This design comes from an exercise in tuning for a short achievable clock period and few clock cycles per item on the open sky130 flow, not from production work.
The RTL was checked by simulation tests, not by an equivalence proof against the original design.
No activity file was given, so power comes from the tool's default toggle rates.

`design/flow/config.mk`:
```
export PLATFORM = sky130hd
export DESIGN_NAME = axi4_burst_ram_slave
export DESIGN_NICKNAME = axi4_burst_ram_slave
export VERILOG_FILES = /design/flow/design.v
export SDC_FILE = /design/flow/constraint.sdc
export NUM_CORES = 4
export LEC_CHECK = 0
export CAP_MARGIN = 20
export CORE_MARGIN = 2
export CORE_UTILIZATION = 30
export SLEW_MARGIN = 20
```
`design/flow/constraint.sdc`:
```
create_clock -name core_clock -period 5.5 [get_ports {aclk}]
set_input_delay 1.1000 -clock core_clock [delete_from_list [all_inputs] [get_ports {aclk}]]
set_output_delay 1.1000 -clock core_clock [all_outputs]
set_load 0.01 [all_outputs]
```
`design/flow/design.v`:
```
module axi4_burst_ram_slave #(
  parameter int DATA_BYTES      = 4,
  parameter int ADDR_BYTES      = 1,
  parameter int NUM_ID_BITS_P   = 4,
  parameter int NUM_USER_BITS_P = 4
) (
  input  logic                       aclk,
  input  logic                       aresetn,
  input  logic                       awvalid,
  output logic                       awready,
  input  logic [ADDR_BYTES*8-1:0]    awaddr,
  input  logic [7:0]                 awlen,
  input  logic [2:0]                 awsize,
  input  logic [1:0]                 awburst,
  input  logic [NUM_ID_BITS_P-1:0]   awid,
  input  logic [NUM_USER_BITS_P-1:0] awuser,
  input  logic [3:0]                 awcache,
  input  logic [2:0]                 awprot,
  input  logic                       awlock,
  input  logic [3:0]                 awregion,
  input  logic [3:0]                 awqos,
  input  logic                       wvalid,
  output logic                       wready,
  input  logic [DATA_BYTES*8-1:0]    wdata,
  input  logic [DATA_BYTES-1:0]      wstrb,
  input  logic                       wlast,
  input  logic [NUM_USER_BITS_P-1:0] wuser,
  output logic                       bvalid,
  input  logic                       bready,
  output logic [1:0]                 bresp,
  output logic [NUM_ID_BITS_P-1:0]   bid,
  output logic [NUM_USER_BITS_P-1:0] buser,
  input  logic                       arvalid,
  output logic                       arready,
  input  logic [ADDR_BYTES*8-1:0]    araddr,
  input  logic [7:0]                 arlen,
  input  logic [2:0]                 arsize,
  input  logic [1:0]                 arburst,
  input  logic [NUM_ID_BITS_P-1:0]   arid,
  input  logic [NUM_USER_BITS_P-1:0] aruser,
  input  logic [3:0]                 arcache,
  input  logic [2:0]                 arprot,
  input  logic                       arlock,
  input  logic [3:0]                 arregion,
  input  logic [3:0]                 arqos,
  output logic                       rvalid,
  input  logic                       rready,
  output logic [DATA_BYTES*8-1:0]    rdata,
  output logic [1:0]                 rresp,
  output logic                       rlast,
  output logic [NUM_ID_BITS_P-1:0]   rid,
  output logic [NUM_USER_BITS_P-1:0] ruser
);
  localparam int AW = ADDR_BYTES * 8;
  localparam int DW = DATA_BYTES * 8;
  localparam int LB = $clog2(DATA_BYTES);
  localparam int NW = (2 ** AW) / DATA_BYTES;
  typedef enum logic [1:0] {W_IDLE, W_DATA, W_RESP} w_state_t;
  typedef enum logic       {R_IDLE, R_DATA}         r_state_t;
  function automatic logic [AW-1:0] next_addr(input logic [AW-1:0] a, input logic [7:0] len,
                                              input logic [1:0] burst);
    logic [AW-1:0] mask;
    mask = (AW'(len) + AW'(1)) * AW'(DATA_BYTES) - AW'(1);
    case (burst)
      2'b00:   next_addr = a;
      2'b10:   next_addr = (a & ~mask) | ((a + AW'(DATA_BYTES)) & mask);
      default: next_addr = a + AW'(DATA_BYTES);
    endcase
  endfunction
  function automatic logic burst_err(input logic [7:0] len, input logic [2:0] size,
                                     input logic [1:0] burst);
    logic wrap_bad;
    wrap_bad  = (burst == 2'b10) && !(len == 8'd1 || len == 8'd3 || len == 8'd7 || len == 8'd15);
    burst_err = (burst == 2'b11) || (size != 3'(LB)) || wrap_bad;
  endfunction
  logic [DW-1:0] mem [NW];
  w_state_t                 w_state, w_state_nx;
  logic [AW-1:0]            w_addr;
  logic [7:0]               w_len, w_cnt;
  logic [1:0]               w_burst;
  logic [NUM_ID_BITS_P-1:0] w_id;
  logic                     w_cfg_err, w_last_err;
  logic                     aw_rdy, w_rdy, b_vld, aw_hs, w_hs;
  r_state_t                 r_state, r_state_nx;
  logic [AW-1:0]            r_addr;
  logic [7:0]               r_len, r_cnt;
  logic [1:0]               r_burst;
  logic [NUM_ID_BITS_P-1:0] r_id;
  logic                     r_err;
  logic                     ar_rdy, r_vld, ar_hs, r_hs;
  assign aw_hs = aw_rdy & awvalid;
  assign w_hs  = w_rdy  & wvalid;
  assign ar_hs = ar_rdy & arvalid;
  assign r_hs  = r_vld  & rready;
  always_ff @(posedge aclk or negedge aresetn) begin
    if (!aresetn) w_state <= W_IDLE;
    else          w_state <= w_state_nx;
  end
  always_comb begin
    w_state_nx = w_state;
    aw_rdy     = 1'b0;
    w_rdy      = 1'b0;
    b_vld      = 1'b0;
    case (w_state)
      W_IDLE: begin
        aw_rdy = 1'b1;
        if (awvalid) w_state_nx = W_DATA;
      end
      W_DATA: begin
        w_rdy = 1'b1;
        if (wvalid && w_cnt == w_len) w_state_nx = W_RESP;
      end
      W_RESP: begin
        b_vld = 1'b1;
        if (bready) w_state_nx = W_IDLE;
      end
      default: w_state_nx = W_IDLE;
    endcase
  end
  always_ff @(posedge aclk or negedge aresetn) begin
    if (!aresetn) begin
      w_addr     <= '0;
      w_len      <= '0;
      w_cnt      <= '0;
      w_burst    <= '0;
      w_id       <= '0;
      w_cfg_err  <= 1'b0;
      w_last_err <= 1'b0;
    end else if (aw_hs) begin
      w_addr     <= awaddr;
      w_len      <= awlen;
      w_cnt      <= '0;
      w_burst    <= awburst;
      w_id       <= awid;
      w_cfg_err  <= burst_err(awlen, awsize, awburst);
      w_last_err <= 1'b0;
    end else if (w_hs) begin
      w_addr <= next_addr(w_addr, w_len, w_burst);
      w_cnt  <= w_cnt + 8'd1;
      if (wlast != (w_cnt == w_len)) w_last_err <= 1'b1;
    end
  end
  always_ff @(posedge aclk) begin
    if (w_hs && !w_cfg_err) begin
      for (int i = 0; i < DATA_BYTES; i++) begin
        if (wstrb[i]) mem[w_addr[AW-1:LB]][i*8 +: 8] <= wdata[i*8 +: 8];
      end
    end
  end
  assign awready = aw_rdy;
  assign wready  = w_rdy;
  assign bvalid  = b_vld;
  assign bresp   = (b_vld && (w_cfg_err || w_last_err)) ? 2'b10 : 2'b00;
  assign bid     = b_vld ? w_id : '0;
  assign buser   = '0;
  always_ff @(posedge aclk or negedge aresetn) begin
    if (!aresetn) r_state <= R_IDLE;
    else          r_state <= r_state_nx;
  end
  always_comb begin
    r_state_nx = r_state;
    ar_rdy     = 1'b0;
    r_vld      = 1'b0;
    case (r_state)
      R_IDLE: begin
        ar_rdy = 1'b1;
        if (arvalid) r_state_nx = R_DATA;
      end
      R_DATA: begin
        r_vld = 1'b1;
        if (rready && r_cnt == r_len) r_state_nx = R_IDLE;
      end
      default: r_state_nx = R_IDLE;
    endcase
  end
  always_ff @(posedge aclk or negedge aresetn) begin
    if (!aresetn) begin
      r_addr  <= '0;
      r_len   <= '0;
      r_cnt   <= '0;
      r_burst <= '0;
      r_id    <= '0;
      r_err   <= 1'b0;
    end else if (ar_hs) begin
      r_addr  <= araddr;
      r_len   <= arlen;
      r_cnt   <= '0;
      r_burst <= arburst;
      r_id    <= arid;
      r_err   <= burst_err(arlen, arsize, arburst);
    end else if (r_hs) begin
      r_addr <= next_addr(r_addr, r_len, r_burst);
      r_cnt  <= r_cnt + 8'd1;
    end
  end
  assign arready = ar_rdy;
  assign rvalid  = r_vld;
  assign rdata   = (r_vld && !r_err) ? mem[r_addr[AW-1:LB]] : '0;
  assign rresp   = (r_vld && r_err) ? 2'b10 : 2'b00;
  assign rlast   = r_vld && (r_cnt == r_len);
  assign rid     = r_vld ? r_id : '0;
  assign ruser   = '0;
  logic unused_sideband;
  assign unused_sideband = ^{awuser, awcache, awprot, awlock, awregion,
                             awqos, wuser, aruser, arcache, arprot,
                             arlock, arregion, arqos};
endmodule
```
`design/flow/run.sh`:
```
#!/bin/bash
# synth_recipe.tcl (not shown) runs the flow's synth.tcl, then flattens the netlist and writes it again
# the make line also repeats each setting of config.mk as NAME=value (left out here)
make -C /OpenROAD-flow-scripts/flow DESIGN_CONFIG=/design/flow/config.mk WORK_HOME=/design/flow/orfs CLKGATE_MAP_FILE= SYNTH_SCRIPT=/design/flow/synth_recipe.tcl finish
```
==> summary.txt <==
-- worst max-delay path: cells and delay by family (launching register included) --
kind,cells,cell delay (ns)
compound gates,1,0.48
buf+inv,4,1.09
flops,1,0.46
mux,2,1.08
simple gates,1,0.24
-- state kept, by name, summed over array words and instances (netlist names), named ones only --
name,cells
mem,2048
r_cnt,8
r_len,8
w_cnt,8
w_len,8
r_id,4
w_id,4
r_burst,2
w_burst,2
w_state,2
r_addr,1
r_err,1
r_state,1
w_addr,1
w_cfg_err,1
w_last_err,1
-- power by group through the flow --
stage	clock, W	sequential, W	combinational [W]
6_report	0.0140	0.0182	0.0136
5_1_grt	0.0149	0.0182	0.0143
4_1_cts	0.0143	0.0182	0.0138
3_5_place_dp	0	0.0187	0.0135
3_3_place_gp	0	0.0186	0.0135
2_1_floorplan	0	0.0183	0.00844
-- area by class of cell --
| type | instances | area (um^2) | share of cell area, % |
|---|---|---|---|
| diodes | 24 | 60.1 | 0.0626 |
| clock buffers | 255 | 5450 | 5.68 |
| clock inverters | 132 | 1320 | 1.37 |
| inverters | 8 | 35.0 | 0.0365 |
| multi-input cells | 1521 | 18400 | 19.2 |
| flip-flops and latches | 2110 | 63100 | 65.7 |
| well taps | 3589 | 4490 | 4.68 |
| repair buffers | 335 | 3140 | 3.27 |
-- cells in the final DEF, fill, tap and decap left out, types with 5 or more instances in the layout --
cell type	count
edfxtp_1	2048
mux4_2	599
nor2_1	307
clkbuf_16	211
nand2_1	208
buf_4	187
clkdlybuf4s50_1	104
dfrtp_1	58
clkinv_1	58
mux2i_1	54
clkbuf_1	44
a211oi_1	37
a22oi_1	32
buf_12	29
a21oi_1	27
xor2_1	26
clkinv_2	26
diode_2	24
o22ai_1	24
o21ai_1	21
o21ai_0	21
bufinv_16	17
nor2b_1	14
nand3_1	14
and2_1	13
clkinvlp_4	13
buf_2	12
o211ai_1	11
xnor2_1	11
conb_1	10
nand4_1	8
nor3b_1	7
nor4_1	7
clkinv_16	7
and3_1	6
inv_1	6
or3_1	6
ha_1	6
clkinv_8	5
-- per-stage QoR --
step,setup TNS (ns),cell area (um^2),power (W)
floorplan,0,82400,0.0267
global placement,0,88900,0.0321
detailed placement,0,88900,0.0322
CTS,0,95800,0.0463
global route,-0.0649,95900,0.0475
finish,0,95900,0.0458
-- cell families after synthesis --
family | after synthesis | synth area share [%]
other | 1 | 0.00455
AND/OR/NAND/NOR | 621 | 3.15
flip-flops | 2110 | 76.5
multiplexers | 654 | 17.0
XOR/XNOR | 37 | 0.393
buffers and inverters | 237 | 1.29
AO/OA/AOI/OAI | 193 | 1.52
adder cells (fa/ha/maj) | 6 | 0.0911
-- worst paths after layout --
path                       startpoint                          to  slack, ns  cells past startpoint
max in group asynchronous     aresetn  asynchronous set/reset pin       4.41                      1
max                         r_addr[2]                   rdata[27]       0.11                      8
min reg2reg                   r_id[0]                     r_id[0]       0.47                      2
min in group core_clock       r_id[0]                     r_id[0]       0.47                      2
max reg2reg                      flop                  mem[9][22]       1.42                      3
min                           aresetn                    r_len[2]       0.36                      1
-- what timing repair did --
action | CTS | global route
cloned | 0 | 0
gates resized for setup | 8 | 3
setup buffers | 9 | 0
setup endpoints to repair | 28 | 4
-- per-layer routing --
layer  GRT usage [%]  part of all wire (%)  vias to the layer above
met5           0.294                  0.16                        -
met4            5.51                   3.3                       38
li1                -                     -                    16666
met1            20.4                    41                    21473
met2            23.3                    46                     1663
met3            4.71                   9.4                      363
==> impl_metrics.env <==
export IMPL_synthFlopType="edfxtp_1"
export IMPL_synthArstFlopShare_pct=2.94
export IMPL_p_leak_nw=29.5
export IMPL_wl_per_cell_um=26.9
export IMPL_clock_fmax_ghz=0.185
export IMPL_grt_first_pass_wirelength_mm=304
export IMPL_antenna_found_initial=21
export IMPL_routed_via_density=5.04
export IMPL_area_growth_pct=16.4
export IMPL_clock_path_buffers=3
export IMPL_p_per_area_nw_per_um2=478
export IMPL_pre_cts_ws_ns=0.549
export IMPL_cts_sinks=2110
export IMPL_p_sw_w=0.0138
export IMPL_synth_edf_count=2048
export IMPL_slowest_delay_ns=0.60
export IMPL_switching_share_pct=30.2
export IMPL_syn_area_per_cell_um2=21.4
export IMPL_nets=4330
export IMPL_period_share_pct=98.1
export IMPL_critPathArrivalTime_ns=4.29
export IMPL_synth_seq_cells=2110
export IMPL_grt_pass1_vias=40660
export IMPL_p_int_w=0.0320
export IMPL_power_frac_comb_pct=29.6
export IMPL_synth_most_common_cell="edfxtp_1"
export IMPL_relSlewSlack_pct=20.7
export IMPL_finalClockSkew_ns=0.0761
export IMPL_setup_viol=0
export IMPL_synth_cell_types=52
export IMPL_dieArea_um2=279000
export IMPL_cts_buffers=210
export IMPL_yosys_area_top_type="edfxtp_1"
export IMPL_cap_violations=0
export IMPL_clockRootBuffer="clkbuf_16"
export IMPL_ant_nets=0
export IMPL_worstPathCellList="buf_12 > buf_12 > buf_12 > mux4_2 > mux4_2 > a22oi_1 > nand2_1 > clkdlybuf4s50_1"
export IMPL_grt_max_degree=65
export IMPL_holdWs_ns=0.362
export IMPL_dp_cells=7555
export IMPL_report_final_slew_viol_count=0
export IMPL_stdcell_count=7974
export IMPL_vias=40203
export IMPL_cp_slowest_cell="mux4_2"
export IMPL_netlist_instances=3859
export IMPL_status="complete, no violations"
export IMPL_end_kind="output port"
export IMPL_globalplace_congestion=0.800
export IMPL_ys_top_cells_by_area="edfxtp_1, mux4_2, dfrtp_1, nor2_1, nand2_1"
export IMPL_num_rows=192
export IMPL_drc=0
export IMPL_fin_ws_ns=0.106
export IMPL_synth_seq_area_share_pct=76.5
export IMPL_finalCriticalPeriod_ns=5.39
export IMPL_htree_levels=4
export IMPL_grt_overflow_total=0
export IMPL_io_buffers=137
export IMPL_drt_iter0_drc=4807
export IMPL_pwr_share_clk_pct=30.6
export IMPL_die_x_um=528
export IMPL_fillers=25172
export IMPL_grt_usage_pct=15.2
export IMPL_cts_tree="yes"
export IMPL_routed_wirelength_mm=215
export IMPL_fp_dieH_um=528
export IMPL_ir_drop_v=0.000310
export IMPL_worst_setup_hold_path_clk_slew_ns=0.07
export IMPL_cp_max_fo=29
export IMPL_num_io_pins=196
export IMPL_ctsHoldBuffers=0
export IMPL_start_util_pct=30.1
export IMPL_ys_warnings_count=1
export IMPL_crit_type="flop to output port"
export IMPL_netlist_area_um2=82400
export IMPL_netlist_area_leader_share_pct=74.6
export IMPL_hpwl_mm=134
export IMPL_seq_power_share_pct=39.8
export IMPL_worstMarginPinSlew_ns=1.19
export IMPL_start_kind="flop"
export IMPL_dr_pass1_iters=8
export IMPL_hold_viol_final=0
export IMPL_coreArea_um2=273000
export IMPL_drive_gt1_share_pct=26.1
export IMPL_fin_util_pct=35.1
export IMPL_required_ns=4.40
export IMPL_yosys_top_cells_count="edfxtp_1, mux4_2, nor2_1"
export IMPL_hold_path_class="input port to asynchronous set/reset pin"
export IMPL_crit_top_cell="buf_12"
export IMPL_clkLatencyLatePin_ns=0.88
Testbench counts, summed over its fixed seeds: cycles 16,453, beats 26,619.

what the ideal ports hide:
The flow's constraints put no driver on any port. The routed layout listed below was extracted and timed again, unchanged, in two steps.
Step 1 (the two cells are an assumption about what drives the block):
set clk [get_ports {aclk}]
set_driving_cell -lib_cell sky130_fd_sc_hd__clkbuf_16 $clk
set_driving_cell -lib_cell sky130_fd_sc_hd__buf_2 [delete_from_list [all_inputs] $clk]
Step 2 adds t to the input delays and takes it off the output delays; t is the mean of the earliest and latest rising clock arrival at the registers after step 1. Input paths then give back, and output paths get back, about the clock's delay inside the block.
a / b / c = ideal / step 1 / step 2; a / b = the first two.
t, ns: 0.935
setup WS [ns]: 0.106 / 0.021 / 0.906
worst data-port slew with drivers (ns): 0.30
After both steps this run still meets setup and hold. The setup slack of this run moves by -0.085 ns with the drivers and by +0.800 ns with both steps.
